Background: an optimization exercise with open tools, aiming at small area and a short achievable clock period. Do not read the settings as production practice.

==> 04-11 <==
Design ycbcr_rgb_color_convert, start of the top module:
module ycbcr_rgb_color_convert
(
	input  logic                  clk,
	input  logic                  arst_n,
	input  logic                  start,
	output logic                  busy,
	input  logic [COMP_W-1:0]     comp0,
	input  logic [COMP_W-1:0]     comp1,
	input  logic [COMP_W-1:0]     comp2,
	input  logic                  frame_end,
	output logic                  done,
	output logic [COMP_W-1:0]     out0,
	output logic [COMP_W-1:0]     out1,
	output logic [COMP_W-1:0]     out2,
	output logic                  last_pixel,
	input  logic                  cfg_wr_en,
	input  logic [CFG_IDX_W-1:0]  cfg_index,
	input  logic [CFG_DATA_W-1:0] cfg_data
);
export LEC_CHECK = 0
export CAP_MARGIN = 20
export CORE_MARGIN = 2
export CORE_UTILIZATION = 40
export SETUP_SLACK_MARGIN = 4.0
export SLEW_MARGIN = 20
export SYNTH_HIERARCHICAL = 1
create_clock -name core_clock -period 6.5 [get_ports {clk}]
run.sh (not shown) runs the stock make flow with config.mk's settings and CLKGATE_MAP_FILE= SYNTH_SCRIPT=/design/flow/synth_recipe.tcl, a recipe that flattens the netlist after the stock synthesis.
==> 11-03: changes against 04-11 <==
- SETUP_SLACK_MARGIN: 4.0 -> 3.8
==> qor summary <==
item                                                                   11-03                  04-11
Area Growth Syn to Fin                                                 20.8%                  22.4%
Detailed router's first-iteration violation count                        882                    641
Routed wirelength normalized by instance count                       19.1 um                18.7 um
Met2 track utilization from global routing                             33.8%                  34.4%
Register-to-Register Setup Slack                                     3.47 ns                3.53 ns
Wire length on met2                                                  16.8 mm                17.1 mm
Area post-placement                                               15100 um^2             15300 um^2
Clock tree cell share of total cell area                               4.49%                  4.46%
Vias after detailed routing                                            10070                  10194
Setup slack of the critical path after layout                        3.47 ns                3.53 ns
Tightest slew margin relative to the limit                             43.9%                  41.8%
M3 GR Usage                                                            3.07%                  3.14%
Non-clock inverter instance count of the final layout                     90                     89
Final design area excluding fillers                               16900 um^2             17100 um^2
Worst hold slack across all endpoints                               0.329 ns               0.327 ns
Result of the run                           no timing/DRC/antenna violations  no timing/DRC/antenna violations
Master of the slowest instance on the critical path    sky130_fd_sc_hd__fa_2  sky130_fd_sc_hd__fa_1
Function was not checked in any run of this note: the RTL went through the layout flow alone.

========
==> inputs of 09-22 <==
ycbcr_rgb_color_convert, a different RTL version from the one above (not shown whole).
==> flow/design.v (excerpt) <==
module ycbcr_rgb_color_convert
(
	input  logic                  clk,
	input  logic                  arst_n,
	input  logic                  start,
	output logic                  busy,
	input  logic [COMP_W-1:0]     comp0,
	input  logic [COMP_W-1:0]     comp1,
	input  logic [COMP_W-1:0]     comp2,
	input  logic                  frame_end,
	output logic                  done,
	output logic [COMP_W-1:0]     out0,
	output logic [COMP_W-1:0]     out1,
	output logic [COMP_W-1:0]     out2,
	output logic                  last_pixel,
	input  logic                  cfg_wr_en,
	input  logic [CFG_IDX_W-1:0]  cfg_index,
	input  logic [CFG_DATA_W-1:0] cfg_data
);
export LEC_CHECK = 0
export CAP_MARGIN = 20
export CORE_MARGIN = 2
export CORE_UTILIZATION = 40
export CTS_BUF_LIST = sky130_fd_sc_hd__clkbuf_8
export SETUP_SLACK_MARGIN = 3.6
export SLEW_MARGIN = 20
export SYNTH_HIERARCHICAL = 1
create_clock -name core_clock -period 6.5 [get_ports {clk}]
standard.sh (not shown) runs the stock make flow with config.mk's settings and CLKGATE_MAP_FILE= SYNTH_SCRIPT=/design/flow/synth_recipe.tcl, a recipe that flattens the netlist after the stock synthesis.
==> flow/flow/run.sh <==
#!/bin/bash
# Layout flow: the standard ORFS flow (standard.sh, unchanged synthesis), with plain buffers
# (buf_1) instead of the default delay-cell buffers on the input and output ports. Each tool's
# full output is kept: ORFS's per-step logs under orfs/logs/, and make's own output in
# flow_make.log in this folder.
set -euo pipefail
bash standard.sh "BUFFER_PORTS_ARGS=-buffer_cell sky130_fd_sc_hd__buf_1" finish > flow_make.log 2>&1
test -s out/final.def
==> inputs of 04-09, as changes to 09-22 <==
--- a/flow/design.v
+++ b/flow/design.v
@@ -15,13 +15,13 @@
 	input  logic [7:0] x0,
 	input  logic [8:0] x1,
 	input  logic [8:0] x2,
 	output logic [7:0] o
 );
 	logic [0:0] sel, nsel;
-	logic [17:0] r0, r0_q, r1, r1_q, t;
+	logic [16:0] r0, r0_q, r1, r1_q, t;
 	logic c, c_q;
 	logic p0_1;
 	logic p0_2;
 	logic p0_3;
 	logic p0_4;
 	logic p0_5;
@@ -368,12 +368,16 @@
 	logic g0_346;
 	logic q0_347;
 	logic g0_348;
 	logic q0_349;
 	logic g0_350;
 	logic q0_351;
+	logic g0_352;
+	logic q0_353;
+	logic g0_354;
+	logic q0_355;
 	ycc_dsel u_dsel0 (.clk(clk), .d(dir_in), .q(sel[0]), .qn(nsel[0]));
 	assign p0_1 = sel[0] & ~x1[0];
 	assign p0_2 = sel[0] & ~x2[0];
 	assign p0_3 = sel[0] ? ~x1[1] : ~x2[0];
 	assign p0_4 = sel[0] ? ~x2[1] : 1'b1;
 	assign p0_5 = ~x1[0];
@@ -601,29 +605,33 @@
 	assign g0_332 = s0_284 & c0_283;
 	assign q0_333 = s0_284 | c0_283;
 	assign g0_334 = s0_286 & c0_285;
 	assign q0_335 = s0_286 | c0_285;
 	assign g0_336 = s0_288 & c0_287;
 	assign q0_337 = s0_288 | c0_287;
-	assign g0_338 = g0_324 | (q0_325 & g0_322);
-	assign q0_339 = q0_325 & q0_323;
-	assign g0_340 = g0_326 | (q0_327 & g0_338);
-	assign q0_341 = q0_327 & q0_339;
-	assign g0_342 = g0_328 | (q0_329 & g0_340);
-	assign q0_343 = q0_329 & q0_341;
-	assign g0_344 = g0_330 | (q0_331 & g0_342);
-	assign q0_345 = q0_331 & q0_343;
-	assign g0_346 = g0_332 | (q0_333 & g0_344);
-	assign q0_347 = q0_333 & q0_345;
-	assign g0_348 = g0_336 | (q0_337 & g0_334);
-	assign q0_349 = q0_337 & q0_335;
-	assign g0_350 = g0_348 | (q0_349 & g0_346);
-	assign q0_351 = q0_349 & q0_347;
-	assign r0 = {1'b0, c0_275, s0_320, s0_318, s0_316, s0_314, s0_312, s0_310, s0_308, s0_306, s0_304, s0_302, s0_300, s0_298, s0_296, s0_294, s0_292, s0_290};
-	assign r1 = {1'b0, c0_321, c0_319, c0_317, c0_315, c0_313, c0_311, c0_309, c0_307, c0_305, c0_303, c0_301, c0_299, c0_297, c0_295, c0_293, c0_291, c0_289};
-	assign c = g0_350;
+	assign g0_338 = s0_290 & c0_289;
+	assign q0_339 = s0_290 | c0_289;
+	assign g0_340 = g0_324 | (q0_325 & g0_322);
+	assign q0_341 = q0_325 & q0_323;
+	assign g0_342 = g0_326 | (q0_327 & g0_340);
+	assign q0_343 = q0_327 & q0_341;
+	assign g0_344 = g0_328 | (q0_329 & g0_342);
+	assign q0_345 = q0_329 & q0_343;
+	assign g0_346 = g0_330 | (q0_331 & g0_344);
+	assign q0_347 = q0_331 & q0_345;
+	assign g0_348 = g0_332 | (q0_333 & g0_346);
+	assign q0_349 = q0_333 & q0_347;
+	assign g0_350 = g0_336 | (q0_337 & g0_334);
+	assign q0_351 = q0_337 & q0_335;
+	assign g0_352 = g0_350 | (q0_351 & g0_348);
+	assign q0_353 = q0_351 & q0_349;
+	assign g0_354 = g0_338 | (q0_339 & g0_352);
+	assign q0_355 = q0_339 & q0_353;
+	assign r0 = {1'b0, c0_275, s0_320, s0_318, s0_316, s0_314, s0_312, s0_310, s0_308, s0_306, s0_304, s0_302, s0_300, s0_298, s0_296, s0_294, s0_292};
+	assign r1 = {1'b0, c0_321, c0_319, c0_317, c0_315, c0_313, c0_311, c0_309, c0_307, c0_305, c0_303, c0_301, c0_299, c0_297, c0_295, c0_293, c0_291};
+	assign c = g0_354;
 	always_ff @(posedge clk) begin
 		r0_q[0] <= r0[0];
 		r0_q[1] <= r0[1];
 		r0_q[2] <= r0[2];
 		r0_q[3] <= r0[3];
 		r0_q[4] <= r0[4];
@@ -635,13 +643,12 @@
 		r0_q[10] <= r0[10];
 		r0_q[11] <= r0[11];
 		r0_q[12] <= r0[12];
 		r0_q[13] <= r0[13];
 		r0_q[14] <= r0[14];
 		r0_q[15] <= r0[15];
-		r0_q[16] <= r0[16];
 		r1_q[0] <= r1[0];
 		r1_q[1] <= r1[1];
 		r1_q[2] <= r1[2];
 		r1_q[3] <= r1[3];
 		r1_q[4] <= r1[4];
 		r1_q[5] <= r1[5];
@@ -652,30 +659,29 @@
 		r1_q[10] <= r1[10];
 		r1_q[11] <= r1[11];
 		r1_q[12] <= r1[12];
 		r1_q[13] <= r1[13];
 		r1_q[14] <= r1[14];
 		r1_q[15] <= r1[15];
-		r1_q[16] <= r1[16];
 		c_q <= c;
 	end
-	assign r0_q[17] = 1'b0;
-	assign r1_q[17] = 1'b0;
-	assign t = {1'b0, r0_q[16], r0_q[15], r0_q[14], r0_q[13], r0_q[12], r0_q[11], r0_q[10], r0_q[9], r0_q[8], r0_q[7], r0_q[6], r0_q[5], r0_q[4], r0_q[3], r0_q[2], r0_q[1], r0_q[0]} + {1'b0, r1_q[16], r1_q[15], r1_q[14], r1_q[13], r1_q[12], r1_q[11], r1_q[10], r1_q[9], r1_q[8], r1_q[7], r1_q[6], r1_q[5], r1_q[4], r1_q[3], r1_q[2], r1_q[1], r1_q[0]} + c_q;
-	ycc_sat u_sat (.t(t[17:8]), .y(o));
+	assign r0_q[16] = 1'b0;
+	assign r1_q[16] = 1'b0;
+	assign t = {1'b0, r0_q[15], r0_q[14], r0_q[13], r0_q[12], r0_q[11], r0_q[10], r0_q[9], r0_q[8], r0_q[7], r0_q[6], r0_q[5], r0_q[4], r0_q[3], r0_q[2], r0_q[1], r0_q[0]} + {1'b0, r1_q[15], r1_q[14], r1_q[13], r1_q[12], r1_q[11], r1_q[10], r1_q[9], r1_q[8], r1_q[7], r1_q[6], r1_q[5], r1_q[4], r1_q[3], r1_q[2], r1_q[1], r1_q[0]} + c_q;
+	ycc_sat u_sat (.t(t[16:7]), .y(o));
 endmodule
 module ycc_ch1 (
 	input  logic       clk,
 	input  logic       dir_in,
 	input  logic [7:0] x0,
 	input  logic [8:0] x1,
 	input  logic [8:0] x2,
 	output logic [7:0] o
 );
 	logic [0:0] sel, nsel;
-	logic [10:0] r0, r0_q, r1, r1_q, t;
+	logic [9:0] r0, r0_q, r1, r1_q, t;
 	logic c, c_q;
 	logic p1_1;
 	logic p1_2;
 	logic p1_3;
 	logic p1_4;
 	logic p1_5;
@@ -891,12 +897,16 @@
 	logic g1_215;
 	logic q1_216;
 	logic g1_217;
 	logic q1_218;
 	logic g1_219;
 	logic q1_220;
+	logic g1_221;
+	logic q1_222;
+	logic g1_223;
+	logic q1_224;
 	ycc_dsel u_dsel0 (.clk(clk), .d(dir_in), .q(sel[0]), .qn(nsel[0]));
 	assign p1_1 = nsel[0] & x1[0];
 	assign p1_2 = sel[0] ? x1[0] : x1[1];
 	assign p1_3 = sel[0] ? x1[1] : x1[2];
 	assign p1_4 = nsel[0] & ~x1[0];
 	assign p1_5 = sel[0] ? x1[2] : x1[3];
@@ -1038,64 +1048,66 @@
 	assign g1_193 = s1_153 & c1_152;
 	assign q1_194 = s1_153 | c1_152;
 	assign g1_195 = s1_155 & c1_154;
 	assign q1_196 = s1_155 | c1_154;
 	assign g1_197 = s1_157 & c1_156;
 	assign q1_198 = s1_157 | c1_156;
-	assign g1_199 = 1'b0 | (p1_2 & 1'b0);
-	assign q1_200 = p1_2 & p1_1;
-	assign g1_201 = g1_179 | (q1_180 & g1_199);
-	assign q1_202 = q1_180 & q1_200;
-	assign g1_203 = g1_183 | (q1_184 & g1_181);
-	assign q1_204 = q1_184 & q1_182;
-	assign g1_205 = g1_203 | (q1_204 & g1_201);
-	assign q1_206 = q1_204 & q1_202;
-	assign g1_207 = g1_187 | (q1_188 & g1_185);
-	assign q1_208 = q1_188 & q1_186;
-	assign g1_209 = g1_191 | (q1_192 & g1_189);
-	assign q1_210 = q1_192 & q1_190;
-	assign g1_211 = g1_207 | (q1_208 & g1_205);
-	assign q1_212 = q1_208 & q1_206;
-	assign g1_213 = g1_193 | (q1_194 & g1_209);
-	assign q1_214 = q1_194 & q1_210;
-	assign g1_215 = g1_213 | (q1_214 & g1_211);
-	assign q1_216 = q1_214 & q1_212;
-	assign g1_217 = g1_197 | (q1_198 & g1_195);
-	assign q1_218 = q1_198 & q1_196;
-	assign g1_219 = g1_217 | (q1_218 & g1_215);
-	assign q1_220 = q1_218 & q1_216;
-	assign r0 = {nsel[0], s1_177, s1_175, s1_173, s1_171, s1_169, s1_167, s1_165, s1_163, s1_161, s1_159};
-	assign r1 = {c1_178, c1_176, c1_174, c1_172, c1_170, c1_168, c1_166, c1_164, c1_162, c1_160, c1_158};
-	assign c = g1_219;
+	assign g1_199 = s1_159 & c1_158;
+	assign q1_200 = s1_159 | c1_158;
+	assign g1_201 = 1'b0 | (p1_2 & 1'b0);
+	assign q1_202 = p1_2 & p1_1;
+	assign g1_203 = g1_179 | (q1_180 & g1_201);
+	assign q1_204 = q1_180 & q1_202;
+	assign g1_205 = g1_183 | (q1_184 & g1_181);
+	assign q1_206 = q1_184 & q1_182;
+	assign g1_207 = g1_205 | (q1_206 & g1_203);
+	assign q1_208 = q1_206 & q1_204;
+	assign g1_209 = g1_187 | (q1_188 & g1_185);
+	assign q1_210 = q1_188 & q1_186;
+	assign g1_211 = g1_191 | (q1_192 & g1_189);
+	assign q1_212 = q1_192 & q1_190;
+	assign g1_213 = g1_209 | (q1_210 & g1_207);
+	assign q1_214 = q1_210 & q1_208;
+	assign g1_215 = g1_193 | (q1_194 & g1_211);
+	assign q1_216 = q1_194 & q1_212;
+	assign g1_217 = g1_215 | (q1_216 & g1_213);
+	assign q1_218 = q1_216 & q1_214;
+	assign g1_219 = g1_197 | (q1_198 & g1_195);
+	assign q1_220 = q1_198 & q1_196;
+	assign g1_221 = g1_219 | (q1_220 & g1_217);
+	assign q1_222 = q1_220 & q1_218;
+	assign g1_223 = g1_199 | (q1_200 & g1_221);
+	assign q1_224 = q1_200 & q1_222;
+	assign r0 = {nsel[0], s1_177, s1_175, s1_173, s1_171, s1_169, s1_167, s1_165, s1_163, s1_161};
+	assign r1 = {c1_178, c1_176, c1_174, c1_172, c1_170, c1_168, c1_166, c1_164, c1_162, c1_160};
+	assign c = g1_223;
 	always_ff @(posedge clk) begin
 		r0_q[0] <= r0[0];
 		r0_q[1] <= r0[1];
 		r0_q[2] <= r0[2];
 		r0_q[3] <= r0[3];
 		r0_q[4] <= r0[4];
 		r0_q[5] <= r0[5];
 		r0_q[6] <= r0[6];
 		r0_q[7] <= r0[7];
 		r0_q[8] <= r0[8];
 		r0_q[9] <= r0[9];
-		r0_q[10] <= r0[10];
 		r1_q[0] <= r1[0];
 		r1_q[1] <= r1[1];
 		r1_q[2] <= r1[2];
 		r1_q[3] <= r1[3];
 		r1_q[4] <= r1[4];
 		r1_q[5] <= r1[5];
 		r1_q[6] <= r1[6];
 		r1_q[7] <= r1[7];
 		r1_q[8] <= r1[8];
 		r1_q[9] <= r1[9];
-		r1_q[10] <= r1[10];
 		c_q <= c;
 	end
-	assign t = {r0_q[10], r0_q[9], r0_q[8], r0_q[7], r0_q[6], r0_q[5], r0_q[4], r0_q[3], r0_q[2], r0_q[1], r0_q[0]} + {r1_q[10], r1_q[9], r1_q[8], r1_q[7], r1_q[6], r1_q[5], r1_q[4], r1_q[3], r1_q[2], r1_q[1], r1_q[0]} + c_q;
-	ycc_sat u_sat (.t(t[10:1]), .y(o));
+	assign t = {r0_q[9], r0_q[8], r0_q[7], r0_q[6], r0_q[5], r0_q[4], r0_q[3], r0_q[2], r0_q[1], r0_q[0]} + {r1_q[9], r1_q[8], r1_q[7], r1_q[6], r1_q[5], r1_q[4], r1_q[3], r1_q[2], r1_q[1], r1_q[0]} + c_q;
+	ycc_sat u_sat (.t(t[9:0]), .y(o));
 endmodule
 module ycc_ch2 (
 	input  logic       clk,
 	input  logic       dir_in,
 	input  logic [7:0] x0,
 	input  logic [8:0] x1,
==> notes <==
- In 09-22 the non-clock buffer count is higher than in 04-09, by 7.
- In 04-09 the first-iteration DRC count is smaller than in 09-22, by 2.6%.
- Against 09-22, the wire length of 04-09 is smaller by about 0.37%.
- In utilization, 09-22 and 04-09 hardly differ.
- In 04-09 the die area is smaller than in 09-22, by about 0.75%.
==> figures <==
Fraction of layout instances using a drive strength above 1: 09-22 18.2%; 04-09 19.2%
Number of global-route vias before repair: 09-22 9620; 04-09 9593
Seq cells post-synth: 09-22 158; 04-09 154
Total nets after synthesis: 09-22 1529; 04-09 1524
Placement-stage cell area: 09-22 0.0132 mm²; 04-09 0.0132 mm²
Number of distinct standard cells referenced by the synthesized netlist: 09-22 68; 04-09 69
Launch instance of the worst register-to-register path: 09-22 u_ch1.u_dsel0.q; 04-09 u_ch0.u_dsel0.q
Synth Cell Area: 09-22 0.0126 mm²; 04-09 0.0125 mm²
Area growth from synthesis to layout: 09-22 15.7%; 04-09 16.3%
Run status: 09-22 no timing/DRC/antenna violations; 04-09 no timing/DRC/antenna violations
No run of this note included a check of the RTL's function; only the layout flow was run.

-- separate check: timing with driven ports --
The results above use ideal ports. As a check the final layouts listed here were re-extracted and re-timed, cells and wires unchanged. Step 1 sets driving cells, clkbuf_16 on the clock port and buf_2 on the other inputs (assumed; they add their load-dependent delay and slew). Step 2, shift: input delay + t, output delay - t, t = (earliest + latest rising clock arrival at the registers) / 2. This alone moves slack from input paths to output paths. Three values: ideal ports, drivers, drivers and shift; two values: the first two.
run | shift t [ns] | slack for setup (ns) | hold slack, ns | slew at the worst register clock pin (ns)
04-11 | 0.579 | 3.535 / 3.535 / 3.325 | 0.327 / 0.327 / 0.327 | 0.06 / 0.06
11-03 | 0.589 | 3.473 / 3.473 / 3.309 | 0.329 / 0.329 / 0.329 | 0.07 / 0.07
09-22 | 0.502 | 3.255 / 3.255 / 3.155 | 0.337 / 0.337 / 0.337 | 0.10 / 0.10
04-09 | 0.524 | 3.458 / 3.458 / 3.193 | 0.333 / 0.333 / 0.333 | 0.11 / 0.11
After both steps setup and hold are still met in every run listed. The setup slack of 04-09, which loses most, moves by 0.000 ns with the drivers and by -0.265 ns with both steps.
